Background: an optimization exercise with open tools, aiming at small area, a short achievable clock period and few clock cycles. Do not read the settings as production practice.
At most, simulation tests tie the RTL to the original design; equivalence was not proved.
Function not checked in run 3: the RTL went through the layout flow alone.
Power is estimated from default activity; no workload was simulated.

File: design.v
`default_nettype none
package dcache_geom_pkg;
    localparam int ADDR_W = 32;   
    localparam int TAG_W  = 26;
    localparam int IDX_W  = 3;
    localparam int SETS   = 8;
    localparam int WAYS   = 2;
    typedef union packed {
        logic [ADDR_W-1:0] raw;
        struct packed {
            logic [TAG_W-1:0] tag;
            logic [IDX_W-1:0] idx;
            logic             blkoff;    
            logic [1:0]       byteoff;
        } fields;
    } dcache_addr_u;
endpackage
`default_nettype wire
`default_nettype none
package dcache_cpu_pkg;
    typedef logic [31:0] word_t;
    localparam word_t SC_OK_WORD   = 32'd1;
    localparam word_t SC_FAIL_WORD = 32'd0;
endpackage
`default_nettype wire
`default_nettype none
`timescale 1ns/1ps
module dcache_link (
    input  logic        CLK,
    input  logic        nRST,
    input  logic [31:0] addr,
    input  logic        dmemREN,
    input  logic        dmemWEN,
    input  logic        datomic,
    input  logic        commit,
    output logic        sc_ok
);
    logic [31:2] link_addr;
    logic        link_valid;
    logic        addr_match;
    assign addr_match = (link_addr == addr[31:2]);
    assign sc_ok      = link_valid && addr_match;
    always_ff @(posedge CLK or negedge nRST) begin
        if (!nRST) begin
            link_valid <= 1'b0;
        end else if (commit) begin
            if (dmemREN && datomic) begin
                link_valid <= 1'b1;    
            end else if (dmemWEN && (datomic || addr_match)) begin
                link_valid <= 1'b0;    
            end
        end
    end
    always_ff @(posedge CLK) begin
        if (dmemREN && datomic) begin
            link_addr <= addr[31:2];
        end
    end
endmodule
`default_nettype wire
`default_nettype none
`timescale 1ns/1ps
import dcache_geom_pkg::*;
import dcache_cpu_pkg::*;
module dcache (
    input  logic                               CLK,
    input  logic                               nRST,
    input  logic                               dmemREN,
    input  logic                               dmemWEN,
    input  logic                               datomic,
    input  logic                               halt,
    input  dcache_geom_pkg::dcache_addr_u      dmemaddr,
    input  dcache_cpu_pkg::word_t              dmemstore,
    output logic                               dhit,
    output dcache_cpu_pkg::word_t              dmemload,
    output logic                               flushed,
    output logic                               dREN,
    output logic                               dWEN,
    output logic [dcache_geom_pkg::ADDR_W-1:0] daddr,
    output dcache_cpu_pkg::word_t              dstore,
    input  dcache_cpu_pkg::word_t              dload,
    input  logic                               dwait
);
    logic sc, sc_ok, sc_fail;
    assign sc      = dmemWEN && datomic;
    assign sc_fail = sc && !sc_ok;
    assign flushed = halt;
    assign dREN   = dmemREN && !halt;
    assign dWEN   = dmemWEN && !sc_fail && !halt;
    assign daddr  = {dmemaddr.raw[31:2], 2'b00};
    assign dstore = dmemstore;
    assign dhit     = (dmemREN || dmemWEN) && !halt && (!dwait || sc_fail);
    assign dmemload = sc ? (sc_ok ? SC_OK_WORD : SC_FAIL_WORD) : dload;
    dcache_link i_link (
        .CLK, .nRST, .addr(dmemaddr.raw),
        .dmemREN, .dmemWEN, .datomic,
        .commit(dhit), .sc_ok
    );
endmodule
`default_nettype wire
File: run.sh
#!/bin/bash
# synth_recipe.tcl (not shown) runs the flow's synth.tcl, then flattens the netlist and writes it again
# the make line also repeats each setting of config.mk as NAME=value (left out here)
make -C /OpenROAD-flow-scripts/flow DESIGN_CONFIG=/design/flow/config.mk WORK_HOME=/design/flow/orfs CLKGATE_MAP_FILE= SYNTH_SCRIPT=/design/flow/synth_recipe.tcl finish
File: config.mk
export PLATFORM = sky130hd
export DESIGN_NAME = dcache
export DESIGN_NICKNAME = dcache
export VERILOG_FILES = /design/flow/design.v
export SDC_FILE = /design/flow/constraint.sdc
export NUM_CORES = 4
export LEC_CHECK = 0
export CAP_MARGIN = 20
export CORE_MARGIN = 2
export CORE_UTILIZATION = 40
export SLEW_MARGIN = 20
File: constraint.sdc
create_clock -name core_clock -period 11.0 [get_ports {CLK}]
set_input_delay 2.2000 -clock core_clock [delete_from_list [all_inputs] [get_ports {CLK}]]
set_output_delay 2.2000 -clock core_clock [all_outputs]
set_load 0.01 [all_outputs]
==> results of run 1 <==
registers in the layout, summed over array words and instances (netlist names):
signal             flops
i_link.link_addr      30
i_link.link_valid      1
cell usage in the layout (no fill, tap or decap):
cell type	Yosys	final
and2_1	32	32
a31oi_1	1	1
inv_1	2	2
a21oi_1	3	3
clkinv_2	0	1
nor3_1	1	1
dfrtp_1	1	1
conb_1	1	2
edfxtp_1	30	30
o21ai_1	1	1
nand4_1	7	7
clkdlybuf4s50_1	0	134
clkbuf_8	0	5
clkinv_1	0	1
bufinv_16	0	1
a21o_1	1	1
nor2b_1	1	1
nor4_2	2	2
nand3_1	2	2
nor2_1	2	2
and4_2	1	1
nand2b_1	2	2
xnor2_1	30	30
buf_4	65	1
nand2_1	4	4
through the flow:
stage	cell area, um^2	hold slack [ps]	utilization
5_1_grt	3117	653.2	0.6181
3_3_place_gp	3009	565.1	0.5968
6_report	3117	575.7	0.6181
3_5_place_dp	3009	575.5	0.5968
4_1_cts	3117	590.9	0.6181
2_1_floorplan	2072	514.9	-
report_power, final:
group	switching [mW]	leakage, nW	internal [mW]
Sequential	0.00330	0.294	0.139
Clock	0.0405	0.0556	0.0662
Combinational	0.0313	0.727	0.0576
worst max-delay path, cell delays in order:
cell and delay (ps):
clkdlybuf4s50_1 510, xnor2_1 140, nand4_1 130, nor4_2 410
nand3_1 210, a21oi_1 180, clkdlybuf4s50_1 560
cells in the mapped netlist:
cell,number
buf_4,65
and2_1,32
edfxtp_1,30
xnor2_1,30
nand4_1,7
nand2_1,4
a21oi_1,3
clkbuf_1,3
inv_1,2
nand2b_1,2
nand3_1,2
nor2_1,2
nor4_2,2
a21o_1,1
a31oi_1,1
and4_2,1
conb_1,1
dfrtp_1,1
nor2b_1,1
nor3_1,1
o21ai_1,1
cell families after synthesis:
group                  Yosys count
AO/OA/AOI/OAI                    6
XOR/XNOR                        30
buffers and inverters           70
flip-flops                      31
other                            1
AND/OR/NAND/NOR                 54
area by class of cell:
cell class,count,area [um^2]
Sequential cell,31,925.9
Inverter,2,7.507
Clock buffer,5,68.82
Timing Repair Buffer,135,1349
Clock inverter,3,38.79
Multi-Input combinational cell,92,639.4
Tap cell,70,87.58
Fill cell,427,1926
layer usage:
layer | up-vias | GRT usage | routed length [um]
li1 | 723 | - | -
met1 | 696 | 0.2107 | 2001
met2 | 126 | 0.2589 | 2206
met3 | 4 | 0.1405 | 896
met4 | 0 | 0.04364 | 36
met5 | - | 0.03636 | 0
path summary, 6_finish.rpt:
check	to	slack, ps	from
worst max-delay path	dWEN	4460	dmemaddr[5]
worst min-delay path	i_link.link_valid$_DFFE_PN0P_	580	i_link.link_valid$_DFFE_PN0P_
worst max register to register	i_link.link_valid$_DFFE_PN0P_	9460	i_link.link_addr[5]$_DFFE_PP_
worst min register to register	i_link.link_valid$_DFFE_PN0P_	580	i_link.link_valid$_DFFE_PN0P_
max in group asynchronous	i_link.link_valid$_DFFE_PN0P_	8840	nRST
min in group asynchronous	i_link.link_valid$_DFFE_PN0P_	2060	nRST
==> reports/summary.log, run 1 <==
qor: finish.final_cells 338
qor: pwr.fin_total_pwr 337.8 uW
qor: synth.synthCells 192
qor: pwr.p_per_area 108.4 nW/um^2
qor: synth.synth_xor_area_frac 0.1270
qor: grt.grt_antenna_before_repair 0
qor: grt.grt_first_pass_wirelength 7997 um
qor: cts.postCtsSetupBuffers 0
qor: cts.cts_tree done
qor: grt.groute.usage.overall 0.1811
qor: setup_path.worst_setup_path_end_kind primary output
qor: synth.largest_family_of_logic_cells_by_synthesized_area buffers and inverters
qor: sta.hold_violations 0
qor: setup_path.timing.critical_path.required 8800 ps
qor: cts.post_cts_resized 0
qor: hold_path.hp-class reg2reg
qor: cts.clock-sinks 31
qor: cts.worstSkewPairLatency 280 ps
qor: pwr.cellLeakagePower 1.076 nW
qor: synth.yosysWarnings 1
qor: placement.place_inst 330
qor: synth.post-synth-top-area-cell edfxtp_1
qor: floorplan.die_boundary_height 75.91 um
qor: sta.final.min_clock_period 6540 ps
qor: synth.post_synth_fa_ha_maj_area_fraction 0
qor: placement.port_buffers 134
qor: setup_path.ws_path_type in2out
qor: grt.globalRouteOverflowTotal 0
qor: synth.yosys_register_bits 31
qor: cts.htree_levels 2
qor: pwr.vdd_ir_drop_max 0.00007831 V
qor: floorplan.row_count 26
qor: synth.synth-seq-area-share 0.4477
qor: sta.fin_skew 7.680 ps
qor: finish.layout-drive-gt1-share 0.04104
qor: synth.synth_compound_gate_area_share 0.01633
qor: placement.place_ws 4411 ps
qor: sta.timing.final.max_slew_violations 0
qor: setup_path.cp-start-kind primary input
qor: sta.setup_total_negative_slack 0 ps
qor: sta.timing.slew.headroom 0.5327
qor: setup_path.timing.reg2reg.worst_path_depth 5
qor: cts.clk_path_buf_depth 2
qor: detailed_routing.avgRoutedWirePerCell 15.21 um
qor: sta.achievable-frequency 0.1529 GHz
qor: synth.synth.top_cell.area_share 0.4356
qor: synth.synthesis.area 2068 um^2
qor: floorplan.die_x 75.91 um
qor: finish.antenna-diode-count 0
qor: cts.count_of_hold_fix_buffers_inserted_at_cts 0
qor: grt.maximum_number_of_pins_on_one_net_before_global_route_repair 34
qor: detailed_routing.drt_iter0_drc 52
qor: detailed_routing.routed_wirelength 5141 um
qor: cts.clk_pin_slew 60 ps
qor: floorplan.placeableCoreArea 5042 um^2
qor: cts.cts_root_buf clkbuf_8
qor: setup_path.critical_path_fanouts_max 3
qor: synth.postSynthAreaPerCell 10.77 um^2
qor: sta.timing_worst_slew_pin_value 699.2 ps
qor: grt.grt_pass1_vias 1526
qor: sta.fin_crit_sh 0.5945
qor: cts.cts_buffers 5
qor: synth.ys_top_cells_by_area edfxtp_1, buf_4, xnor2_1, and2_1, nand4_1
qor: finish.finalNetCount 370
qor: detailed_routing.antenna_left 0
qor: setup_path.crit_arrival 4340 ps
qor: run.drv.max_cap_violation_count 0
qor: floorplan.boundaryPins 203
qor: synth.synth_simple_gate_area_frac 0.1621
qor: detailed_routing.drc 0
qor: outcome.run_status finished clean
qor: floorplan.fp.dieArea 5762 um^2
qor: floorplan.floorplan.initialDensity 0.4102
qor: synth.synth.distinct_cells 21
qor: detailed_routing.dr_total_vias 1549
qor: detailed_routing.detailedRoute.firstPassIterationCount 4
qor: detailed_routing.detail_route.vias_per_cell 4.583
qor: sta.grt_setup_unrepaired no
qor: synth.synth_mux_area_frac 0
qor: placement.detailed_place_hpwl 4119 um
qor: sta.worst_slack 4460 ps
qor: finish.area_growth 50.70%
qor: hold_path.holdPathStages 2
qor: sta.setup_viol_count_final 0
qor: placement.gp_routability_congestion 0.6802
Testbench counts, summed over its fixed seeds: cycles 6,467.
==> run 2, diff against run 1 <==
==> flow/run.sh (new file) <==
#!/bin/bash
# Standard layout, except that the port buffers are the plain buf_1 cell rather than
# the cell buffer_ports picks by default (a slow delay buffer).
set -e
cd "$(dirname "$0")/.."
echo 'export BUFFER_PORTS_ARGS = -buffer_cell sky130_fd_sc_hd__buf_1' >> config.mk
bash standard.sh > standard.log 2>&1
==> standard.sh (new file) <==
#!/bin/bash
# synth_recipe.tcl (not shown) runs the flow's synth.tcl, then flattens the netlist and writes it again
# the make line also repeats each setting of config.mk as NAME=value (left out here)
make -C /OpenROAD-flow-scripts/flow DESIGN_CONFIG=/design/flow/config.mk WORK_HOME=/design/flow/orfs CLKGATE_MAP_FILE= SYNTH_SCRIPT=/design/flow/synth_recipe.tcl "${@:-finish}"
--- a/config.mk
+++ b/config.mk
@@ -9,3 +9,4 @@
 export CORE_MARGIN = 2
 export CORE_UTILIZATION = 40
 export SLEW_MARGIN = 20
+export BUFFER_PORTS_ARGS = -buffer_cell sky130_fd_sc_hd__buf_1
removed: run.sh
==> reports/summary.log, run 2 <==
qor: run.drv.max_cap_violation_count 0
qor: cts.htree_levels 2
qor: placement.detailed_place_hpwl 3658 um
qor: finish.layout.cells.most_common buf_1
qor: synth.synth_mux_area_frac 0
qor: detailed_routing.detail_route.vias_per_cell 4.314
qor: pwr.fin_total_pwr 302.1 uW
qor: placement.place_ws 5142 ps
qor: synth.synthesis.area 2068 um^2
qor: sta.timing.final.max_slew_violations 0
qor: synth.synth_simple_gate_area_frac 0.1621
qor: finish.layout-drive-gt1-share 0.04104
qor: finish.registers.top_by_ff_count i_link.link_addr
qor: finish.flip_flop_count_of_the_largest_register_all_copies_and_words_added 30
qor: placement.post_dp_cell_area 2171 um^2
qor: hold_path.hp-class reg2reg
qor: setup_path.crit_arrival 3580 ps
qor: detailed_routing.drt_iter0_drc 23
qor: detailed_routing.routed_wirelength 4472 um
qor: sta.achievable-frequency 0.1729 GHz
qor: pwr.p_per_area 132.6 nW/um^2
qor: floorplan.placeableCoreArea 5042 um^2
qor: grt.globalRouteOverflowTotal 0
qor: sta.final.min_clock_period 5783 ps
qor: sta.worst_slack 5217 ps
qor: synth.synth-seq-area-share 0.4477
qor: detailed_routing.dr_total_vias 1458
qor: cts.clk_path_buf_depth 2
qor: cts.worstSkewPairLatency 270 ps
qor: floorplan.row_count 26
qor: floorplan.die_x 75.91 um
qor: synth.yosys_register_bits 31
qor: finish.antenna-diode-count 0
qor: synth.synth-edff-count 30
qor: pwr.vdd_ir_drop_max 0.00009629 V
qor: cts.postCtsSetupBuffers 0
qor: floorplan.floorplan.initialDensity 0.4102
qor: placement.place_inst 330
qor: sta.hold_violations 0
qor: detailed_routing.avgRoutedWirePerCell 13.23 um
qor: cts.post_cts_resized 0
qor: setup_path.critical_path.max_stage_delay 400 ps
qor: placement.gp_routability_congestion 0.7252
qor: synth.synth.top_cell.area_share 0.4356
qor: synth.ys_top_cells_by_area edfxtp_1, buf_4, xnor2_1, and2_1, nand4_1
qor: pwr.cellLeakagePower 0.7155 nW
qor: synth.yosysWarnings 1
qor: floorplan.die_boundary_height 75.91 um
qor: finish.finalNetCount 370
qor: finish.layout.cells.most_common_list buf_1, and2_1, xnor2_1, edfxtp_1, nand4_1
qor: setup_path.critical_path_fanouts_max 3
qor: synth.synth_async_sr_flop_share 0.03226
qor: setup_path.cp-start-kind primary input
qor: grt.grt_util_met2 0.2152
qor: grt.met1_usage 0.1642
qor: synth.synth_xor_area_frac 0.1270
qor: sta.fin_skew 3.222 ps
qor: floorplan.fp.dieArea 5762 um^2
qor: finish.layout.core_utilization 0.4519
qor: detailed_routing.detailedRoute.firstPassIterationCount 4
qor: cts.cts_buffers 5
qor: synth.post-synth-top-area-cell edfxtp_1
qor: synth.synthCells 192
qor: outcome.run_status finished clean
qor: setup_path.ws_path_type in2out
qor: synth.post_synth_fa_ha_maj_area_fraction 0
qor: cts.clock-sinks 31
qor: grt.grt_pass1_vias 1278
qor: finish.area_growth 10.16%
qor: sta.timing.slew.headroom 0.5460
qor: synth.synth.distinct_cells 21
qor: grt.maximum_number_of_pins_on_one_net_before_global_route_repair 34
qor: placement.port_buffers 134
qor: detailed_routing.antenna_left 0
qor: finish.final_cells 338
qor: synth.largest_family_of_logic_cells_by_synthesized_area buffers and inverters
qor: synth.synth_compound_gate_area_share 0.01633
qor: grt.groute.usage.overall 0.1481
qor: cts.count_of_hold_fix_buffers_inserted_at_cts 0
qor: setup_path.worst_setup_path_end_kind primary output
qor: setup_path.critical_path.slowest_cell nor4_2
qor: setup_path.crit_path_frequent_cell buf_1
qor: cts.clk_pin_slew 60 ps
qor: detailed_routing.drc 0
qor: sta.setup_viol_count_final 0
qor: grt.grt_first_pass_wirelength 6479 um
qor: synth.synth_common_cells buf_4, and2_1, edfxtp_1, xnor2_1, nand4_1
qor: sta.setup_total_negative_slack 0 ps
qor: synth.yosysMostFrequentCell buf_4
qor: grt.peak_usage_layer_in_the_global_routing_report met2
qor: synth.postSynthAreaPerCell 10.77 um^2
qor: sta.hold_slack 586.9 ps
qor: finish.design_area 2278 um^2
qor: sta.grt_setup_unrepaired no
qor: grt.grt_antenna_before_repair 0
qor: cts.cts_root_buf clkbuf_8
qor: sta.timing_worst_slew_pin_value 679.4 ps
qor: setup_path.timing.critical_path.required 8800 ps
qor: grt.grtUsageMet3 0.1238
qor: floorplan.boundaryPins 203
qor: cts.cts_tree done
qor: sta.fin_crit_sh 0.5258
qor: finish.largestRegisters i_link.link_addr (30), i_link.link_valid (1)
qor: synth.ys_flop_type edfxtp_1
qor: setup_path.crit_path_cell_trace buf_1, xnor2_1, nand4_1, nor4_2, nand3_1, a21oi_1, buf_1
==> run 2: cell counts after synthesis <==
Identical to the previous run, type by type.
==> run 2: final cells by class <==
cell class | count | area (um^2)
clock buffers | 5 | 68.82
multi-input cells | 92 | 639.4
well taps | 70 | 87.58
inverters | 2 | 7.507
clock inverters | 3 | 38.79
flip-flops and latches | 31 | 925.9
fillers | 510 | 2764
repair buffers | 135 | 510.5
==> run 2: path summary, 6_finish.rpt <==
kind,start,endpoint,slack (ps),cells past startpoint
min in group asynchronous,nRST,i_link.link_valid$_DFFE_PN0P_,1670,1
max in group asynchronous,nRST,i_link.link_valid$_DFFE_PN0P_,9230,1
max reg2reg,i_link.link_addr[5]$_DFFE_PP_,i_link.link_valid$_DFFE_PN0P_,9490,5
min,i_link.link_valid$_DFFE_PN0P_,i_link.link_valid$_DFFE_PN0P_,590,2
max,dmemaddr[5],dWEN,5220,7
min reg2reg,i_link.link_valid$_DFFE_PN0P_,i_link.link_valid$_DFFE_PN0P_,590,2
==> run 2: critical path, delay by kind of cell <==
kind / cells / cell delay, ps
and+or+nand+nor: 3 / 760
xor gates and xnor gates: 1 / 170
AOI/OAI and AO/OA: 1 / 190
buffers and inverters: 2 / 260
==> run 2: layer usage <==
layer  routed length (um)  part of all wire
met1                 1748              0.39
met2                 1848              0.41
met3                  827              0.18
met4                   46             0.010
met5                    0                 0
==> run 2: cell families after synthesis <==
family | count (synthesis)
compound gates | 6
flops | 31
simple gates | 54
xor+xnor | 30
other cells | 1
buf+inv | 70
==> run 2: report_power, final <==
part | internal, mW | total, mW | switching, mW
Combinational | 0.0244 | 0.0550 | 0.0306
Clock | 0.0662 | 0.105 | 0.0387
Sequential | 0.139 | 0.142 | 0.00341
==> run 3, diff against run 2 <==
--- a/design.v
+++ b/design.v
@@ -33,13 +33,12 @@
     input  logic        dmemWEN,
     input  logic        datomic,
     input  logic        commit,
-    output logic        sc_ok
+    output logic        sc_ok_r
 );
     logic [31:2] link_addr;
     logic        link_valid;
     logic        addr_match;
     assign addr_match = (link_addr == addr[31:2]);
-    assign sc_ok      = link_valid && addr_match;
     always_ff @(posedge CLK or negedge nRST) begin
         if (!nRST) begin
             link_valid <= 1'b0;
@@ -55,6 +54,7 @@
         if (dmemREN && datomic) begin
             link_addr <= addr[31:2];
         end
+        sc_ok_r <= link_valid && addr_match;
     end
 endmodule
 `default_nettype wire
@@ -81,20 +81,27 @@
     input  dcache_cpu_pkg::word_t              dload,
     input  logic                               dwait
 );
-    logic sc, sc_ok, sc_fail;
-    assign sc      = dmemWEN && datomic;
-    assign sc_fail = sc && !sc_ok;
+    logic sc, sc_chk, sc_ok_r;
+    assign sc = dmemWEN && datomic;
+    always_ff @(posedge CLK or negedge nRST) begin
+        if (!nRST) begin
+            sc_chk <= 1'b0;
+        end else begin
+            sc_chk <= sc && !halt && !dhit;
+        end
+    end
     assign flushed = halt;
     assign dREN   = dmemREN && !halt;
-    assign dWEN   = dmemWEN && !sc_fail && !halt;
+    assign dWEN   = !halt && (sc_chk ? sc_ok_r : (dmemWEN && !datomic));
     assign daddr  = {dmemaddr.raw[31:2], 2'b00};
     assign dstore = dmemstore;
-    assign dhit     = (dmemREN || dmemWEN) && !halt && (!dwait || sc_fail);
-    assign dmemload = sc ? (sc_ok ? SC_OK_WORD : SC_FAIL_WORD) : dload;
+    assign dhit = !halt && (sc_chk ? (!sc_ok_r || !dwait)
+                                   : ((dmemREN || (dmemWEN && !datomic)) && !dwait));
+    assign dmemload = sc_chk ? (sc_ok_r ? SC_OK_WORD : SC_FAIL_WORD) : dload;
     dcache_link i_link (
         .CLK, .nRST, .addr(dmemaddr.raw),
         .dmemREN, .dmemWEN, .datomic,
-        .commit(dhit), .sc_ok
+        .commit(dhit), .sc_ok_r
     );
 endmodule
 `default_nettype wire
==> reports/summary.log, run 3 <==
qor: outcome.run_status finished clean
qor: hold_path.hp-class reg2reg
qor: cts.clk_pin_slew 60 ps
qor: placement.gp_routability_congestion 0.7424
qor: setup_path.crit_buf_inv 2
qor: cts.worstSkewPairLatency 280 ps
qor: setup_path.critical-path-top-delay-family compound AO/OA/AOI/OAI gates
qor: synth.synth_async_sr_flop_share 0.06061
qor: detailed_routing.detailedRoute.firstPassIterationCount 3
qor: detailed_routing.avgRoutedWirePerCell 12.52 um
qor: synth.largest_family_of_logic_cells_by_synthesized_area buffers and inverters
qor: finish.antenna-diode-count 0
qor: finish.flip_flop_count_of_the_largest_register_all_copies_and_words_added 30
qor: grt.groute.usage.overall 0.1421
qor: grt.grt_first_pass_wirelength 6472 um
qor: sta.worst_slack 5465 ps
qor: sta.timing_worst_slew_pin_value 980.4 ps
qor: placement.port_buffers 134
qor: grt.globalRouteOverflowTotal 0
qor: sta.setup_viol_count_final 0
qor: sta.achievable-frequency 0.1807 GHz
qor: floorplan.die_boundary_height 76.43 um
qor: detailed_routing.drt_iter0_drc 33
qor: setup_path.critical_path.slowest_cell a211oi_1
qor: pwr.fin_total_pwr 284.3 uW
qor: setup_path.crit_path_cell_trace buf_1, nor2b_1, nor3_1, a211oi_1, buf_1
qor: cts.htree_levels 2
qor: synth.yosysWarnings 2
qor: sta.timing.slew.headroom 0.3464
qor: pwr.cellLeakagePower 0.7610 nW
qor: pwr.vdd_ir_drop_max 0.00007554 V
qor: grt.maximum_number_of_pins_on_one_net_before_global_route_repair 37
qor: setup_path.critical_path_fanouts_max 4
qor: finish.registers.top_by_ff_count i_link.link_addr
qor: synth.synth_common_cells buf_4, nor2b_1, edfxtp_1, xor2_1, xnor2_1
qor: detailed_routing.detail_route.vias_per_cell 4.313
qor: synth.synth_mux_area_frac 0
qor: synth.synth_xor_area_frac 0.1252
qor: finish.layout.cells.most_common_list buf_1, nor2b_1, edfxtp_1
qor: detailed_routing.routed_wirelength 4208 um
qor: grt.met1_usage 0.1545
qor: sta.fin_crit_sh 0.5032
qor: setup_path.critical_path.max_stage_delay 490 ps
qor: grt.grt_util_met2 0.2265
qor: floorplan.row_count 26
qor: cts.cts_tree done
qor: setup_path.cp-start-kind primary input
qor: detailed_routing.drc 0
qor: synth.synth-seq-area-share 0.4627
qor: synth.synth.distinct_cells 23
qor: setup_path.timing.critical_path.required 8800 ps
qor: finish.final_cells 336
qor: synth.post-synth-top-area-cell edfxtp_1
qor: finish.finalNetCount 369
qor: cts.clk_path_buf_depth 2
qor: sta.hold_violations 0
qor: detailed_routing.antenna_left 0
qor: floorplan.die_x 76.43 um
qor: finish.layout-drive-gt1-share 0.02632
qor: floorplan.boundaryPins 203
qor: sta.fin_skew 2.103 ps
qor: synth.ys_flop_type edfxtp_1
qor: cts.postCtsSetupBuffers 0
qor: synth.ys_top_cells_by_area edfxtp_1, buf_4, nor2b_1, xor2_1, xnor2_1
qor: synth.synth-edff-count 30
qor: floorplan.placeableCoreArea 5075 um^2
qor: sta.hold_slack 483.4 ps
qor: finish.area_growth 8.527%
qor: grt.grt_antenna_before_repair 0
qor: setup_path.crit_path_frequent_cell buf_1
qor: synth.yosys_register_bits 33
qor: pwr.p_per_area 124.8 nW/um^2
qor: sta.final.min_clock_period 5535 ps
qor: setup_path.crit_arrival 3340 ps
qor: synth.synthCells 191
qor: synth.synth_compound_gate_area_share 0.01610
qor: sta.timing.final.max_slew_violations 0
qor: grt.grtUsageMet3 0.08886
qor: synth.yosysMostFrequentCell buf_4
qor: sta.grt_setup_unrepaired no
qor: cts.cts_buffers 5
qor: grt.grt_pass1_vias 1376
qor: floorplan.floorplan.initialDensity 0.4135
qor: placement.place_ws 5456 ps
qor: floorplan.fp.dieArea 5841 um^2
qor: setup_path.ws_path_type in2out
qor: synth.synth.top_cell.area_share 0.4293
qor: cts.clock-sinks 33
qor: synth.post_synth_fa_ha_maj_area_fraction 0
qor: synth.synthesis.area 2098 um^2
qor: run.drv.max_cap_violation_count 0
qor: cts.count_of_hold_fix_buffers_inserted_at_cts 0
qor: finish.layout.cells.most_common buf_1
qor: setup_path.worst_setup_path_end_kind primary output
qor: sta.setup_total_negative_slack 0 ps
qor: synth.postSynthAreaPerCell 10.99 um^2
qor: detailed_routing.dr_total_vias 1449
qor: grt.peak_usage_layer_in_the_global_routing_report met2
qor: finish.nFillCells 512
qor: synth.synth_simple_gate_area_frac 0.1527
qor: placement.detailed_place_hpwl 3395 um
qor: setup_path.reg2reg_slack 8970 ps
qor: cts.post_cts_resized 0
qor: cts.cts_root_buf clkbuf_8
qor: placement.place_inst 329
run 3: cell type report:
type / count / area, um^2 / share of cell area
Tap cell: 70 / 87.58 / 0.03846
Sequential cell: 33 / 970.9 / 0.4264
Multi-Input combinational cell: 89 / 624.3 / 0.2742
Clock buffer: 6 / 72.57 / 0.03187
Inverter: 2 / 7.507 / 0.003297
Timing Repair Buffer: 135 / 510.5 / 0.2242
Clock inverter: 1 / 3.754 / 0.001648
run 3: per-layer routing:
metal / part of all wire / up-vias
met5: 0 / -
met4: 0.0059 / 0
met3: 0.16 / 5
met2: 0.43 / 121
met1: 0.40 / 613
li1: - / 710
run 3: worst register-to-register path: stages (launching register included):
cell and delay (ps):
dfrtp_1 990, nor3_1 150, a211oi_1 490, a21o_1 190, o311ai_1 90
run 3: worst paths after layout:
| path | start | end | depth (start not counted) |
|---|---|---|---|
| worst max register to register | sc_chk$_DFF_PN0_ | i_link.link_valid$_DFFE_PN0P_ | 4 |
| worst min register to register | i_link.link_valid$_DFFE_PN0P_ | i_link.sc_ok_r$_DFF_P_ | 1 |
| worst max-delay path | dmemWEN | dhit | 5 |
| max in group asynchronous | nRST | i_link.link_valid$_DFFE_PN0P_ | 1 |
| min in group asynchronous | nRST | sc_chk$_DFF_PN0_ | 1 |
| worst min-delay path | i_link.link_valid$_DFFE_PN0P_ | i_link.sc_ok_r$_DFF_P_ | 1 |
run 3: per-stage QoR:
stage / utilization / area [um^2]
floorplan: - / 2102
global placement: 0.4337 / 2201
detailed placement: 0.4337 / 2201
CTS: 0.4487 / 2277
global route: 0.4487 / 2277
finish: 0.4487 / 2277
run 3: logic make-up after synthesis:
family          Yosys count
buf+inv                  70
simple gates             52
flops                    33
xor+xnor                 30
compound gates            5
other cells               1
run 3: where the power goes:
part	internal [mW]	total, mW	switching, mW	leakage [nW]
Clock	0.0426	0.0833	0.0407	0.0387
Combinational	0.0218	0.0508	0.0289	0.410
Sequential	0.146	0.150	0.00435	0.312
==> run 4, diff against run 3 <==
--- a/design.v
+++ b/design.v
@@ -33,10 +33,10 @@
     input  logic        dmemWEN,
     input  logic        datomic,
     input  logic        commit,
+    output logic        link_valid,
     output logic        sc_ok_r
 );
     logic [31:2] link_addr;
-    logic        link_valid;
     logic        addr_match;
     assign addr_match = (link_addr == addr[31:2]);
     always_ff @(posedge CLK or negedge nRST) begin
@@ -81,13 +81,13 @@
     input  dcache_cpu_pkg::word_t              dload,
     input  logic                               dwait
 );
-    logic sc, sc_chk, sc_ok_r;
+    logic sc, sc_chk, sc_ok_r, link_valid;
     assign sc = dmemWEN && datomic;
     always_ff @(posedge CLK or negedge nRST) begin
         if (!nRST) begin
             sc_chk <= 1'b0;
         end else begin
-            sc_chk <= sc && !halt && !dhit;
+            sc_chk <= sc && link_valid && !halt && !dhit;
         end
     end
     assign flushed = halt;
@@ -96,12 +96,14 @@
     assign daddr  = {dmemaddr.raw[31:2], 2'b00};
     assign dstore = dmemstore;
     assign dhit = !halt && (sc_chk ? (!sc_ok_r || !dwait)
-                                   : ((dmemREN || (dmemWEN && !datomic)) && !dwait));
-    assign dmemload = sc_chk ? (sc_ok_r ? SC_OK_WORD : SC_FAIL_WORD) : dload;
+                                   : ((dmemREN || (dmemWEN && !datomic)) && !dwait
+                                      || sc && !link_valid));
+    assign dmemload[31:1] = (dmemWEN || sc_chk) ? '0 : dload[31:1];
+    assign dmemload[0]    = sc_chk ? sc_ok_r : (!dmemWEN && dload[0]);
     dcache_link i_link (
         .CLK, .nRST, .addr(dmemaddr.raw),
         .dmemREN, .dmemWEN, .datomic,
-        .commit(dhit), .sc_ok_r
+        .commit(dhit), .link_valid, .sc_ok_r
     );
 endmodule
 `default_nettype wire
==> flow/run.sh (replaced) <==
#!/bin/bash
# Standard layout, except that the port buffers are the plain buf_1 cell rather than
# the cell buffer_ports picks by default (a slow delay buffer), and repair_timing is
# asked for more setup slack so that it sizes the port-to-port paths, which otherwise
# meet the clock with room to spare and are left at minimum size.
set -e
cd "$(dirname "$0")/.."
cat >> config.mk <<'MK'
export BUFFER_PORTS_ARGS = -buffer_cell sky130_fd_sc_hd__buf_1
export SETUP_SLACK_MARGIN = 5.8
MK
bash standard.sh > standard.log 2>&1
--- a/config.mk
+++ b/config.mk
@@ -10,3 +10,4 @@
 export CORE_UTILIZATION = 40
 export SLEW_MARGIN = 20
 export BUFFER_PORTS_ARGS = -buffer_cell sky130_fd_sc_hd__buf_1
+export SETUP_SLACK_MARGIN = 5.8
==> reports/summary.log, run 4 <==
qor: cts.worstSkewPairLatency 270 ps
qor: grt.groute.usage.overall 0.1393
qor: detailed_routing.detail_route.vias_per_cell 4.397
qor: finish.finalNetCount 378
qor: detailed_routing.dr_total_vias 1517
qor: synth.synth_common_cells buf_4, and2_1, edfxtp_1, xor2_1, xnor2_1
qor: synth.synth.top_cell.area_share 0.4235
qor: detailed_routing.drt_iter0_drc 33
qor: sta.final.min_clock_period 5144 ps
qor: synth.synth-seq-area-share 0.4565
qor: pwr.p_per_area 120.3 nW/um^2
qor: setup_path.ws_path_type in2out
qor: setup_path.cp-start-kind primary input
qor: setup_path.timing.critical_path.required 8800 ps
qor: sta.grt_setup_unrepaired no
qor: detailed_routing.detailedRoute.firstPassIterationCount 4
qor: cts.count_of_hold_fix_buffers_inserted_at_cts 0
qor: finish.layout.cells.most_common buf_1
qor: synth.synth.distinct_cells 26
qor: sta.worst_slack 5856 ps
qor: setup_path.critical_path.max_stage_delay 220 ps
qor: detailed_routing.routed_wirelength 4495 um
qor: synth.ys_top_cells_by_area edfxtp_1, buf_4, and2_1, xor2_1, xnor2_1
qor: cts.clk_path_buf_depth 2
qor: setup_path.critical-path-top-delay-family buffers and inverters
qor: finish.layout-drive-gt1-share 0.06909
qor: setup_path.crit_path_cell_trace buf_6, mux2i_2, a221oi_2, nor3_2, buf_2
qor: cts.cts_root_buf clkbuf_8
qor: setup_path.crit_buf_inv 2
qor: pwr.fin_total_pwr 286.8 uW
qor: placement.detailed_place_hpwl 3444 um
qor: finish.registers.top_by_ff_count i_link.link_addr
qor: placement.gp_routability_congestion 0.7516
qor: sta.setup_viol_count_final 0
qor: synth.synth-edff-count 30
qor: floorplan.floorplan.initialDensity 0.4165
qor: synth.yosysWarnings 2
qor: cts.cts_tree done
qor: synth.synthesis.area 2127 um^2
qor: setup_path.crit_arrival 2940 ps
qor: finish.antenna-diode-count 0
qor: placement.place_ws 5480 ps
qor: cts.htree_levels 2
qor: floorplan.placeableCoreArea 5107 um^2
qor: synth.ys_flop_type edfxtp_1
qor: grt.maximum_number_of_pins_on_one_net_before_global_route_repair 33
qor: floorplan.die_boundary_height 76.92 um
qor: pwr.cellLeakagePower 0.8204 nW
qor: run.drv.max_cap_violation_count 0
qor: synth.synthCells 195
qor: detailed_routing.drc 0
qor: sta.achievable-frequency 0.1944 GHz
qor: setup_path.worst_setup_path_end_kind primary output
qor: setup_path.critical_path.slowest_cell mux2i_2
qor: detailed_routing.antenna_left 0
qor: floorplan.fp.dieArea 5917 um^2
qor: floorplan.row_count 26
qor: detailed_routing.avgRoutedWirePerCell 13.03 um
qor: grt.grt_antenna_before_repair 0
qor: cts.clock-sinks 33
qor: floorplan.boundaryPins 203
qor: sta.timing.final.max_slew_violations 0
qor: synth.yosysMostFrequentCell buf_4
qor: sta.hold_violations 0
qor: synth.synth_async_sr_flop_share 0.06061
qor: grt.globalRouteOverflowTotal 0
qor: synth.yosys_register_bits 33
qor: cts.clk_pin_slew 60 ps
qor: floorplan.die_x 76.92 um
qor: grt.grt_pass1_vias 1372
qor: sta.fin_skew 4.094 ps
qor: placement.port_buffers 134
qor: grt.grt_first_pass_wirelength 6465 um
qor: synth.post-synth-top-area-cell edfxtp_1
qor: finish.layout.cells.most_common_list buf_1, and2_1, edfxtp_1
qor: finish.nFillCells 497
qor: sta.fin_crit_sh 0.4677
qor: outcome.run_status finished clean
qor: hold_path.hp-class reg2reg
qor: synth.postSynthAreaPerCell 10.91 um^2
qor: finish.area_growth 12.12%
qor: cts.cts_buffers 5
qor: finish.flip_flop_count_of_the_largest_register_all_copies_and_words_added 30
qor: pwr.vdd_ir_drop_max 0.00006167 V
qor: sta.setup_total_negative_slack 0 ps
qor: setup_path.critical_path_fanouts_max 7
run 4: logic make-up after synthesis:
family,synth area share
other,0.001763
buffers and inverters,0.2382
AOI/OAI and AO/OA,0.02236
and+or+nand+nor,0.1529
xor gates and xnor gates,0.1235
muxes,0.004706
DFF,0.4565
run 4: final timing paths:
| path | to | start | cells after the start | slack (ps) |
|---|---|---|---|---|
| worst max-delay path | dhit | datomic | 5 | 5860 |
| max in group asynchronous | i_link.link_valid$_DFFE_PN0P_ | nRST | 1 | 9180 |
| min in group asynchronous | sc_chk$_DFF_PN0_ | nRST | 1 | 1700 |
| worst min register to register | sc_chk$_DFF_PN0_ | i_link.link_valid$_DFFE_PN0P_ | 2 | 580 |
| worst min-delay path | sc_chk$_DFF_PN0_ | i_link.link_valid$_DFFE_PN0P_ | 2 | 580 |
| worst max register to register | i_link.link_valid$_DFFE_PN0P_ | i_link.link_addr[31]$_DFFE_PP_ | 5 | 9240 |
run 4: layer usage:
layer | GRT usage | routed length (um)
met1 | 0.1617 | 1817
met2 | 0.2325 | 2195
met3 | 0.04941 | 396
met4 | 0.05818 | 86
met5 | 0 | 0
run 4: timing repair:
item	in CTS	in global routing
cloned	0	2
buffers inserted	1	1
pin swaps	1	2
gates resized for setup	3	15
endpoints found under the setup margin	1	33
run 4: where the power goes:
group | switching (mW) | leakage, nW | total (mW) | internal (mW)
Clock | 0.0372 | 0.0387 | 0.0797 | 0.0425
Sequential | 0.00381 | 0.313 | 0.150 | 0.146
Combinational | 0.0319 | 0.469 | 0.0572 | 0.0254
run 4: layout make-up:
class                           instances  area [um^2]  area share
Clock buffer                            6        72.57     0.03043
Clock inverter                          1        3.754    0.001574
Inverter                                2        7.507    0.003148
Multi-Input combinational cell         93        675.6      0.2833
Sequential cell                        33        970.9      0.4071
Tap cell                               70        87.58     0.03673
Timing Repair Buffer                  140        566.8      0.2377
run 4: worst register-to-register path, delay by kind of cell (launching register included):
family	cells	cell delay (ps)
compound gates	1	180
xor+xnor	1	160
flops	1	380
simple gates	3	900
run 4: stage by stage:
stage                     hold slack (ps)  utilization  std cells  instance area (um^2)
final                               575.2       0.4669        345                  2385
after detailed placement            547.7       0.4380        334                  2237
after CTS                           563.3       0.4559        342                  2328
after global placement              556.5       0.4380        334                  2237
after global routing                644.3       0.4669        345                  2385
after floorplan                     513.5            -        196                  2131
Testbench counts of run 4, summed over its fixed seeds: cycles 6,748.
==> run 5, diff against run 4 <==
--- a/design.v
+++ b/design.v
@@ -81,23 +81,25 @@
     input  dcache_cpu_pkg::word_t              dload,
     input  logic                               dwait
 );
-    logic sc, sc_chk, sc_ok_r, link_valid;
+    logic sc, sc_chk, sc_ok_r, link_valid, halted;
     assign sc = dmemWEN && datomic;
     always_ff @(posedge CLK or negedge nRST) begin
         if (!nRST) begin
             sc_chk <= 1'b0;
+            halted <= 1'b0;
         end else begin
-            sc_chk <= sc && link_valid && !halt && !dhit;
+            sc_chk <= sc && link_valid && !halted && !dhit;
+            halted <= halt;
         end
     end
     assign flushed = halt;
-    assign dREN   = dmemREN && !halt;
-    assign dWEN   = !halt && (sc_chk ? sc_ok_r : (dmemWEN && !datomic));
-    assign daddr  = {dmemaddr.raw[31:2], 2'b00};
+    assign dREN   = dmemREN && !halted;
+    assign dWEN   = !halted && (sc_chk ? sc_ok_r : (dmemWEN && !datomic));
+    assign daddr  = dmemaddr.raw;    
     assign dstore = dmemstore;
-    assign dhit = !halt && (sc_chk ? (!sc_ok_r || !dwait)
-                                   : ((dmemREN || (dmemWEN && !datomic)) && !dwait
-                                      || sc && !link_valid));
+    assign dhit = !halted && (sc_chk ? (!sc_ok_r || !dwait)
+                                     : ((dmemREN || (dmemWEN && !datomic)) && !dwait
+                                        || sc && !link_valid));
     assign dmemload[31:1] = (dmemWEN || sc_chk) ? '0 : dload[31:1];
     assign dmemload[0]    = sc_chk ? sc_ok_r : (!dmemWEN && dload[0]);
     dcache_link i_link (
--- a/config.mk
+++ b/config.mk
@@ -7,7 +7,7 @@
 export LEC_CHECK = 0
 export CAP_MARGIN = 20
 export CORE_MARGIN = 2
-export CORE_UTILIZATION = 40
+export CORE_UTILIZATION = 65
 export SLEW_MARGIN = 20
 export BUFFER_PORTS_ARGS = -buffer_cell sky130_fd_sc_hd__buf_1
 export SETUP_SLACK_MARGIN = 5.8
==> reports/summary.log, run 5 <==
qor: outcome.run_status finished clean
qor: cts.clk_path_buf_depth 2
qor: finish.finalNetCount 374
qor: sta.fin_crit_sh 0.4701
qor: cts.cts_buffers 5
qor: synth.synth.top_cell.area_share 0.4193
qor: pwr.vdd_ir_drop_max 0.00009516 V
qor: sta.setup_viol_count_final 0
qor: grt.grt_pass1_vias 1239
qor: floorplan.fp.dieArea 3781 um^2
qor: floorplan.die_x 61.49 um
qor: setup_path.critical-path-top-delay-family buffers and inverters
qor: cts.cts_root_buf clkbuf_4
qor: detailed_routing.detail_route.vias_per_cell 4.816
qor: cts.clk_pin_slew 90 ps
qor: grt.globalRouteOverflowTotal 0
qor: sta.worst_slack 5829 ps
qor: pwr.cellLeakagePower 0.8008 nW
qor: detailed_routing.detailedRoute.firstPassIterationCount 5
qor: setup_path.ws_path_type in2out
qor: grt.grt_antenna_before_repair 0
qor: pwr.fin_total_pwr 279.5 uW
qor: setup_path.cp-start-kind primary input
qor: setup_path.critical_path.slowest_cell mux2i_2
qor: sta.hold_violations 0
qor: finish.design_area 2326 um^2
qor: synth.synth-edff-count 30
qor: synth.yosysWarnings 2
qor: setup_path.crit_arrival 2970 ps
qor: synth.yosys_register_bits 34
qor: finish.registers.top_by_ff_count i_link.link_addr
qor: synth.synth_common_cells buf_4, and2_1, edfxtp_1, xor2_1, xnor2_1
qor: cts.worstSkewPairLatency 330 ps
qor: placement.place_inst 306
qor: placement.detailed_place_hpwl 4450 um
qor: hold_path.hp-class reg2reg
qor: sta.hold_slack 604.0 ps
qor: sta.timing_worst_slew_pin_value 480.1 ps
qor: grt.grt_first_pass_wirelength 6713 um
qor: cts.cts_tree done
qor: finish.final_cells 316
qor: floorplan.row_count 20
qor: finish.layout.core_utilization 0.7496
qor: finish.area_growth 8.270%
qor: run.drv.max_cap_violation_count 0
qor: setup_path.critical_path_fanouts_max 7
qor: setup_path.crit_path_cell_trace buf_6, mux2i_2, a221oi_2, nor3_2, buf_2
qor: sta.timing.final.max_slew_violations 0
qor: setup_path.crit_buf_inv 2
qor: detailed_routing.avgRoutedWirePerCell 17.27 um
qor: placement.place_ws 5429 ps
qor: detailed_routing.antenna_left 0
qor: pwr.p_per_area 120.1 nW/um^2
qor: finish.nFillCells 243
qor: detailed_routing.drt_iter0_drc 69
qor: synth.synth_async_sr_flop_share 0.08824
qor: finish.layout-drive-gt1-share 0.06250
qor: sta.grt_setup_unrepaired yes
qor: setup_path.timing.critical_path.required 8800 ps
qor: sta.setup_total_negative_slack 0 ps
qor: cts.htree_levels 2
qor: grt.groute.usage.overall 0.2716
qor: synth.postSynthAreaPerCell 11.02 um^2
qor: setup_path.worst_setup_path_end_kind primary output
qor: floorplan.floorplan.initialDensity 0.6923
qor: floorplan.boundaryPins 203
qor: synth.post-synth-top-area-cell edfxtp_1
qor: placement.post_dp_cell_area 2217 um^2
qor: detailed_routing.dr_total_vias 1522
qor: cts.clock-sinks 34
qor: synth.yosysMostFrequentCell buf_4
qor: sta.final.min_clock_period 5171 ps
qor: finish.flip_flop_count_of_the_largest_register_all_copies_and_words_added 30
qor: synth.synth-seq-area-share 0.4636
qor: detailed_routing.routed_wirelength 5457 um
qor: sta.timing.slew.headroom 0.6770
qor: synth.synthesis.area 2148 um^2
qor: setup_path.critical_path.max_stage_delay 220 ps
qor: placement.gp_routability_congestion 0.8736
qor: placement.port_buffers 134
qor: finish.layout.cells.most_common_list buf_1, and2_1, edfxtp_1
qor: synth.synth.distinct_cells 25
qor: finish.layout.cells.most_common buf_1
qor: detailed_routing.drc 0
qor: floorplan.placeableCoreArea 3103 um^2
qor: floorplan.die_boundary_height 61.49 um
qor: finish.antenna-diode-count 0
qor: synth.ys_flop_type edfxtp_1
qor: synth.synthCells 195
qor: sta.achievable-frequency 0.1934 GHz
qor: sta.fin_skew 8.057 ps
qor: synth.ys_top_cells_by_area edfxtp_1, buf_4, and2_1, xor2_1, xnor2_1
qor: grt.maximum_number_of_pins_on_one_net_before_global_route_repair 32
[run 5: final cells by class]
type / instances / area, um^2 / area share
flip-flops and latches: 34 / 996.0 / 0.4282
multi-input cells: 92 / 679.4 / 0.2921
repair buffers: 136 / 529.3 / 0.2275
clock buffers: 8 / 58.81 / 0.02528
well taps: 44 / 55.05 / 0.02367
inverters: 2 / 7.507 / 0.003228
[run 5: logic make-up after synthesis]
family                    Yosys count  share of synthesized area
buffers and inverters              70                     0.2359
and+or+nand+nor                    54                     0.1514
DFF                                34                     0.4636
xor gates and xnor gates           30                     0.1223
AOI/OAI and AO/OA                   6                    0.02213
muxes                               1                   0.004659
[run 5: worst min-delay path, stage by stage, from the launching register on]
cell	delay, ps
dfrtp_1	440
nand2_1	90
nor3_1	40
[run 5: metal layers]
layer | GRT usage | up-vias | routed length, um
li1 | - | 739 | -
met1 | 0.2818 | 650 | 1755
met2 | 0.4947 | 116 | 2995
met3 | 0.08193 | 17 | 564
met4 | 0.1307 | 0 | 143
met5 | 0 | - | 0
[run 5: path summary, 6_finish.rpt]
check	from	slack [ps]	endpoint	cells after the start
max reg2reg	i_link.link_addr[24]$_DFFE_PP_	9100	i_link.link_valid$_DFFE_PN0P_	5
min in group asynchronous	nRST	1660	i_link.link_valid$_DFFE_PN0P_	1
min	i_link.link_valid$_DFFE_PN0P_	600	sc_chk$_DFF_PN0_	2
min reg2reg	i_link.link_valid$_DFFE_PN0P_	600	sc_chk$_DFF_PN0_	2
max	datomic	5830	dhit	5
max in group asynchronous	nRST	9180	halted$_DFF_PN0_	1
[run 5: timing repair]
action	4_1_cts	5_1_grt
endpoints found under the setup margin	33	4
hold buffers	0	0
pin swaps	2	2
resized for setup	6	6
gates cloned	1	0
buffers inserted	1	0
[run 5: power by group]
| part | internal (mW) | switching, mW | leakage (nW) |
|---|---|---|---|
| combinational | 0.0239 | 0.0310 | 0.444 |
| clock | 0.0315 | 0.0390 | 0.0326 |
| sequential | 0.150 | 0.00441 | 0.324 |
Testbench counts of run 5, summed over its fixed seeds: cycles 6,748.
==> run 6, diff against run 5 <==
--- a/design.v
+++ b/design.v
@@ -92,7 +92,7 @@
             halted <= halt;
         end
     end
-    assign flushed = halt;
+    assign flushed = halted;
     assign dREN   = dmemREN && !halted;
     assign dWEN   = !halted && (sc_chk ? sc_ok_r : (dmemWEN && !datomic));
     assign daddr  = dmemaddr.raw;    
==> reports/summary.log, run 6 <==
qor: detailed_routing.drc 0
qor: pwr.p_per_area 127.5 nW/um^2
qor: cts.clk_pin_slew 100 ps
qor: floorplan.fp.dieArea 3769 um^2
qor: sta.hold_violations 0
qor: synth.yosysWarnings 2
qor: setup_path.crit_arrival 2990 ps
qor: setup_path.critical_path.slowest_cell nor2_2
qor: grt.groute.usage.overall 0.2736
qor: pwr.vdd_ir_drop_max 0.00009761 V
qor: synth.synth.top_cell.area_share 0.4208
qor: setup_path.worst_setup_path_end_kind primary output
qor: finish.layout-drive-gt1-share 0.07636
qor: sta.timing.slew.headroom 0.6807
qor: placement.gp_routability_congestion 0.8241
qor: pwr.cellLeakagePower 0.8262 nW
qor: detailed_routing.drt_iter0_drc 119
qor: cts.clock-sinks 34
qor: sta.final.min_clock_period 5189 ps
qor: sta.hold_slack 594.7 ps
qor: setup_path.ws_path_type in2out
qor: outcome.run_status finished clean
qor: finish.nFillCells 230
qor: floorplan.floorplan.initialDensity 0.6899
qor: detailed_routing.detail_route.vias_per_cell 4.843
qor: grt.globalRouteOverflowTotal 0
qor: setup_path.critical_path_fanouts_max 8
qor: synth.synth.distinct_cells 25
qor: cts.worstSkewPairLatency 330 ps
qor: finish.layout.cells.most_common buf_1
qor: sta.timing_worst_slew_pin_value 474.6 ps
qor: sta.fin_crit_sh 0.4717
qor: placement.detailed_place_hpwl 4475 um
qor: synth.synth_common_cells buf_4, and2_1, edfxtp_1, xor2_1, xnor2_1
qor: sta.achievable-frequency 0.1927 GHz
qor: sta.grt_setup_unrepaired yes
qor: synth.post-synth-top-area-cell edfxtp_1
qor: cts.cts_root_buf clkbuf_4
qor: hold_path.hp-class reg2reg
qor: synth.synthCells 194
qor: detailed_routing.antenna_left 0
qor: synth.synth-edff-count 30
qor: synth.synthesis.area 2141 um^2
qor: sta.timing.final.max_slew_violations 0
qor: cts.cts_tree done
qor: finish.area_growth 11.05%
qor: floorplan.row_count 20
qor: cts.htree_levels 2
qor: detailed_routing.detailedRoute.firstPassIterationCount 4
qor: grt.maximum_number_of_pins_on_one_net_before_global_route_repair 32
qor: synth.postSynthAreaPerCell 11.04 um^2
qor: grt.grt_pass1_vias 1212
qor: floorplan.boundaryPins 203
qor: synth.yosysMostFrequentCell buf_4
qor: placement.port_buffers 134
qor: setup_path.critical_path.max_stage_delay 280 ps
qor: finish.registers.top_by_ff_count i_link.link_addr
qor: detailed_routing.routed_wirelength 5412 um
qor: grt.grt_first_pass_wirelength 6658 um
qor: floorplan.die_boundary_height 61.39 um
qor: setup_path.cp-start-kind primary input
qor: sta.setup_viol_count_final 0
qor: setup_path.crit_path_cell_trace clkbuf_2, nor2_2, and2_1, buf_1
qor: setup_path.timing.critical_path.required 8800 ps
qor: synth.synth_async_sr_flop_share 0.08824
qor: sta.fin_skew 13.81 ps
qor: cts.cts_buffers 5
qor: cts.clk_path_buf_depth 2
qor: detailed_routing.dr_total_vias 1545
qor: floorplan.die_x 61.39 um
qor: finish.flip_flop_count_of_the_largest_register_all_copies_and_words_added 30
qor: run.drv.max_cap_violation_count 0
qor: grt.grt_antenna_before_repair 0
qor: synth.yosys_register_bits 34
qor: floorplan.placeableCoreArea 3103 um^2
qor: finish.layout.cells.most_common_list buf_1, and2_1, edfxtp_1
qor: synth.ys_flop_type edfxtp_1
qor: finish.antenna-diode-count 0
qor: cts.count_of_hold_fix_buffers_inserted_at_cts 0
qor: synth.ys_top_cells_by_area edfxtp_1, buf_4, and2_1, xor2_1, xnor2_1
qor: synth.synth-seq-area-share 0.4652
qor: detailed_routing.avgRoutedWirePerCell 16.97 um
qor: sta.setup_total_negative_slack 0 ps
qor: finish.finalNetCount 377
[run 6: changes by cell type in the layout (fill, tap and decap cells not counted)]
| cell | before | now |
|---|---|---|
| buf_4 | 2 | 4 |
| buf_2 | 2 | 1 |
| buf_6 | 1 | 0 |
| buf_8 | 0 | 1 |
| bufinv_16 | 0 | 1 |
| clkbuf_1 | 2 | 1 |
| clkbuf_2 | 1 | 2 |
| nor2_2 | 0 | 1 |
[run 6: path summary, 6_finish.rpt]
path                                                start                            end  slack, ps  cells after the start
max                                               dmemWEN                    dmemload[6]       5810                      4
min                         i_link.link_valid$_DFFE_PN0P_               sc_chk$_DFF_PN0_        590                      2
max reg2reg                i_link.link_addr[10]$_DFFE_PP_  i_link.link_valid$_DFFE_PN0P_       9120                      5
min reg2reg                 i_link.link_valid$_DFFE_PN0P_               sc_chk$_DFF_PN0_        590                      2
max in group asynchronous                            nRST               halted$_DFF_PN0_       9140                      1
min in group asynchronous                            nRST  i_link.link_valid$_DFFE_PN0P_       1680                      1
[run 6: timing repair]
item                       4_1_cts  5_1_grt
gates cloned                     1        1
setup endpoints to repair       33       34
setup buffers                    1        2
pin swaps                        2        3
resized for setup                4        9
[run 6: kinds of logic (layout without fill, tap and decap cells)]
logic type      count (synthesis)  in the layout  synth area share
compound gates                  6              6           0.02221
simple gates                   54             56            0.1520
flops                          34             34            0.4652
xor+xnor                       30             30            0.1227
mux                             1              1          0.004676
buf+inv                        69            148            0.2332
[run 6: per-stage QoR]
step	setup slack (ps)	instances	cell area (um^2)	power, mW	utilization
2_1_floorplan	5962	194	2141	0.2046	-
3_5_place_dp	5468	306	2217	0.2092	0.7145
6_report	5811	319	2377	0.3032	0.7661
3_3_place_gp	5104	306	2215	0.2084	0.7137
4_1_cts	5723	316	2328	0.3029	0.7504
5_1_grt	5760	319	2377	0.3178	0.7661
[run 6: layer usage]
layer	up-vias	wire (um)	GRT usage
met5	-	0	0
met4	0	181	0.1398
met3	10	549	0.1029
met2	108	2959	0.4863
met1	680	1722	0.2797
li1	747	-	-
[run 6: layout make-up]
class	count	area [um^2]	area share
Multi-Input combinational cell	93	685.7	0.2884
Inverter	2	7.507	0.003158
Timing Repair Buffer	138	548.0	0.2305
Sequential cell	34	996.0	0.4189
Clock inverter	1	30.03	0.01263
Clock buffer	7	55.05	0.02316
Tap cell	44	55.05	0.02316
[run 6: power breakdown]
part	total (mW)	switching [mW]	internal (mW)	leakage (nW)
Combinational	0.0555	0.0310	0.0246	0.456
Sequential	0.154	0.00460	0.150	0.324
Clock	0.0934	0.0391	0.0543	0.0455
Total	0.303	0.0747	0.229	0.826
[run 6: worst max-delay path, delay by kind of cell]
kind	cells	cell delay (ps)
and+or+nand+nor	2	460
buffers and inverters	2	320
Testbench counts of run 6, summed over its fixed seeds: cycles 6,756.
==> run 7, diff against run 6 <==
--- a/design.v
+++ b/design.v
@@ -32,7 +32,8 @@
     input  logic        dmemREN,
     input  logic        dmemWEN,
     input  logic        datomic,
-    input  logic        commit,
+    input  logic        active,      
+    input  logic        sc_chk,      
     output logic        link_valid,
     output logic        sc_ok_r
 );
@@ -42,7 +43,7 @@
     always_ff @(posedge CLK or negedge nRST) begin
         if (!nRST) begin
             link_valid <= 1'b0;
-        end else if (commit) begin
+        end else if (active) begin
             if (dmemREN && datomic) begin
                 link_valid <= 1'b1;    
             end else if (dmemWEN && (datomic || addr_match)) begin
@@ -54,7 +55,7 @@
         if (dmemREN && datomic) begin
             link_addr <= addr[31:2];
         end
-        sc_ok_r <= link_valid && addr_match;
+        sc_ok_r <= (link_valid || sc_chk) && addr_match;
     end
 endmodule
 `default_nettype wire
@@ -88,11 +89,11 @@
             sc_chk <= 1'b0;
             halted <= 1'b0;
         end else begin
-            sc_chk <= sc && link_valid && !halted && !dhit;
+            sc_chk <= sc_chk ? (sc_ok_r && dwait) : (sc && link_valid && !halted);
             halted <= halt;
         end
     end
-    assign flushed = halted;
+    assign flushed = halt;
     assign dREN   = dmemREN && !halted;
     assign dWEN   = !halted && (sc_chk ? sc_ok_r : (dmemWEN && !datomic));
     assign daddr  = dmemaddr.raw;    
@@ -105,7 +106,7 @@
     dcache_link i_link (
         .CLK, .nRST, .addr(dmemaddr.raw),
         .dmemREN, .dmemWEN, .datomic,
-        .commit(dhit), .link_valid, .sc_ok_r
+        .active(!halted), .sc_chk, .link_valid, .sc_ok_r
     );
 endmodule
 `default_nettype wire
==> reports/summary.log, run 7 <==
qor: outcome.run_status finished clean
qor: finish.layout-drive-gt1-share 0.06667
qor: cts.clk_path_buf_depth 2
qor: detailed_routing.routed_wirelength 5601 um
qor: cts.count_of_hold_fix_buffers_inserted_at_cts 0
qor: floorplan.fp.dieArea 3781 um^2
qor: hold_path.holdPathStages 2
qor: pwr.net-switching-power 75.20 uW
qor: synth.synth-seq-area-share 0.4636
qor: cts.clock-sinks 34
qor: finish.finalNetCount 372
qor: floorplan.die_x 61.49 um
qor: setup_path.timing.reg2reg.worst_path_depth 5
qor: detailed_routing.dr_total_vias 1517
qor: finish.antenna-diode-count 0
qor: finish.layout.cells.most_common_list buf_1, and2_1, edfxtp_1
qor: synth.yosysWarnings 2
qor: hold_path.hp-class reg2reg
qor: sta.final.min_clock_period 5125 ps
qor: sta.setup_total_negative_slack 0 ps
qor: cts.clk_pin_slew 100 ps
qor: pwr.seq_power_share 0.518
qor: pwr.p_per_area 127.7 nW/um^2
qor: detailed_routing.avgRoutedWirePerCell 17.84 um
qor: floorplan.floorplan.initialDensity 0.6923
qor: sta.fin_skew 9.423 ps
qor: synth.synth_common_cells buf_4, and2_1, edfxtp_1, xnor2_1, xor2_1
qor: sta.grt_setup_unrepaired no
qor: floorplan.placeableCoreArea 3103 um^2
qor: setup_path.ws_path_type in2out
qor: setup_path.crit_path_cell_trace buf_1, inv_1, a221oi_2, nor3b_2, buf_2
qor: synth.yosysMostFrequentCell buf_4
qor: setup_path.critical_path.reg2reg.endpoint i_link.link_valid$_DFFE_PN0P_
qor: pwr.power.internal 222.7 uW
qor: cts.cts_root_buf clkbuf_4
qor: run.drv.max_cap_violation_count 0
qor: grt.globalRouteOverflowTotal 0
qor: setup_path.timing.critical_path.required 8800 ps
qor: synth.yosys_register_bits 34
qor: synth.synth_async_sr_flop_share 0.08824
qor: synth.postSynthAreaPerCell 11.07 um^2
qor: synth.synth.top_cell.area_share 0.4193
qor: finish.registers.top_by_ff_count i_link.link_addr
qor: detailed_routing.drt_iter0_drc 60
qor: finish.flip_flop_count_of_the_largest_register_all_copies_and_words_added 30
qor: cts.cts_tree done
qor: synth.synthesis.area 2148 um^2
qor: setup_path.r2r_start i_link.link_addr[16]$_DFFE_PP_
qor: synth.ys_flop_type edfxtp_1
qor: hold_path.holdCritStartpoint i_link.link_valid$_DFFE_PN0P_
qor: synth.synth-edff-count 30
qor: sta.timing.slew.headroom 0.7446
qor: sta.timing_worst_slew_pin_value 383.1 ps
qor: cts.cts_buffers 5
qor: placement.place_ws 5467 ps
qor: grt.groute.usage.overall 0.2779
qor: setup_path.critical_path.max_stage_delay 290 ps
qor: floorplan.boundaryPins 203
qor: grt.grt_pass1_vias 1252
qor: placement.port_buffers 134
qor: sta.hold_violations 0
qor: synth.synth.distinct_cells 25
qor: cts.htree_levels 2
qor: synth.post-synth-top-area-cell edfxtp_1
qor: pwr.switching_share 0.2524
qor: detailed_routing.detail_route.vias_per_cell 4.831
qor: cts.worstSkewPairLatency 330 ps
qor: grt.grt_antenna_before_repair 0
qor: setup_path.reg2reg_slack 9460 ps
qor: finish.layout.cells.most_common buf_1
qor: synth.synthCells 194
qor: pwr.combinationalPowerShare 0.189
qor: grt.maximum_number_of_pins_on_one_net_before_global_route_repair 33
qor: sta.worst_slack 5875 ps
qor: cts.postCtsSetupBuffers 0
qor: detailed_routing.antenna_left 0
qor: placement.gp_routability_congestion 0.9351
qor: sta.achievable-frequency 0.1951 GHz
qor: setup_path.cp-start-kind primary input
qor: setup_path.crit_arrival 2930 ps
qor: sta.hold_slack 553.6 ps
qor: pwr.p_clk_frac 0.293
qor: detailed_routing.drc 0
qor: floorplan.row_count 20
qor: pwr.cellLeakagePower 0.7773 nW
qor: finish.area_growth 8.620%
qor: setup_path.worst_setup_path_end_kind primary output
qor: hold_path.hold-path-endpoint i_link.sc_ok_r$_DFF_P_
qor: pwr.vdd_ir_drop_max 0.0001002 V
qor: grt.grt_first_pass_wirelength 6865 um
qor: synth.ys_top_cells_by_area edfxtp_1, buf_4, and2_1, xnor2_1, xor2_1
qor: floorplan.die_boundary_height 61.49 um
qor: placement.detailed_place_hpwl 4613 um
qor: sta.setup_viol_count_final 0
qor: detailed_routing.detailedRoute.firstPassIterationCount 4
qor: setup_path.critical_path.slowest_cell a221oi_2
qor: setup_path.critical_path_fanouts_max 3
qor: sta.fin_crit_sh 0.4659
qor: sta.timing.final.max_slew_violations 0
## run 7: cell types whose count changed in the layout (fill, tap and decap cells not counted), moves of 3 or more
| cell | change |
|---|---|
| xor2_1 | -10 |
| xnor2_1 | +10 |
| buf_4 | -3 |
| nor2_1 | +3 |
| nor4_1 | -5 |
| nand4_1 | +3 |
## run 7: how the worst max path moves through the flow
stage,start,to,slack (ps),depth (start not counted)
after floorplan,dmemWEN,dmemload[10],6010,3
after global placement,dmemWEN,dmemload[3],5110,4
after detailed placement,dmemWEN,dmemload[3],5470,4
after CTS,dmemWEN,dmemload[3],5740,4
after global routing,datomic,dhit,5790,6
final,dwait,dhit,5870,5
## run 7: what timing repair did
item                       in CTS  in global routing
gates resized for setup         4                  9
setup endpoints to repair      33                 33
gates cloned                    0                  1
pin swaps                       1                  5
## run 7: cell families (layout without fill, tap and decap cells)
kind of cell	Yosys count	after routing	share of synthesized area
buf+inv	70	145	0.2359
simple gates	53	54	0.1526
flops	34	34	0.4636
xor+xnor	30	30	0.1223
compound gates	7	7	0.02563
## run 7: cell type report
type                    count  area (um^2)
multi-input cells          91        679.4
inverters                   2        7.507
clock buffers               7        45.04
fillers                   235        769.5
well taps                  44        55.05
clock inverters             1        30.03
flip-flops and latches     34        996.0
repair buffers            135        520.5
## run 7: routing by layer
layer / share of wire / routed length (um) / GRT usage / vias to the layer above
li1: - / - / - / 732
met1: 0.31 / 1759 / 0.2752 / 661
met2: 0.54 / 3024 / 0.4902 / 106
met3: 0.10 / 571 / 0.1218 / 18
met4: 0.044 / 246 / 0.1398 / 0
met5: 0 / 0 / 0 / -
## run 7: metrics by stage
stage	std cells	instance area, um^2	power (mW)	utilization
5_1_grt	314	2333	0.3122	0.7520
3_3_place_gp	305	2215	0.2101	0.7137
2_1_floorplan	194	2148	0.2067	-
6_report	314	2333	0.2979	0.7520
3_5_place_dp	305	2217	0.2115	0.7145
4_1_cts	313	2301	0.2984	0.7415
## run 7: critical path: cells and delay by family
kind | cells | cell delay [ps]
AOI/OAI and AO/OA | 1 | 290
buffers and inverters | 3 | 360
and+or+nand+nor | 1 | 70
## run 7: power groups by stage
stage	Clock [mW]	Combinational, mW	Sequential [mW]
finish	0.0873	0.0564	0.154
global route	0.0940	0.0628	0.155
CTS	0.0892	0.0552	0.154
detailed placement	0	0.0546	0.157
global placement	0	0.0538	0.156
floorplan	0	0.0506	0.156
Testbench counts of run 7, summed over its fixed seeds: cycles 6,748.

afterwards: timing with drivers on the ports:
The results above use ideal ports. As a check the final layouts listed here were re-extracted and re-timed, cells and wires unchanged.
Step 1 (the two cells are an assumption about what drives the block):
set clk [get_ports {CLK}]
set_driving_cell -lib_cell sky130_fd_sc_hd__clkbuf_16 $clk
set_driving_cell -lib_cell sky130_fd_sc_hd__buf_2 [delete_from_list [all_inputs] $clk]
Step 2 moves the port delays by t, midway between the first and last clock arrival at a register: inputs arrive t later, outputs are due t later. That takes back most of the time a late clock gives input paths.
Three values: ideal, step 1, step 2; two values: the first two.
run | t (ns) | setup slack, ns | pins driven straight from the clock port
run 1 | 0.301 | 4.460 / 4.437 / 4.437 | 1
run 2 | 0.293 | 5.217 / 5.197 / 5.197 | 1
run 3 | 0.300 | 5.465 / 5.418 / 5.418 | 1
run 4 | 0.292 | 5.856 / 5.799 / 5.799 | 1
run 5 | 0.354 | 5.829 / 5.780 / 5.780 | 1
run 6 | 0.348 | 5.811 / 5.786 / 5.786 | 1
run 7 | 0.346 | 5.875 / 5.810 / 5.810 | 1
After both steps setup and hold are still met in every run listed. For run 7, which loses most, drivers alone change the setup slack by -0.065 ns; drivers and shift together by -0.065 ns.
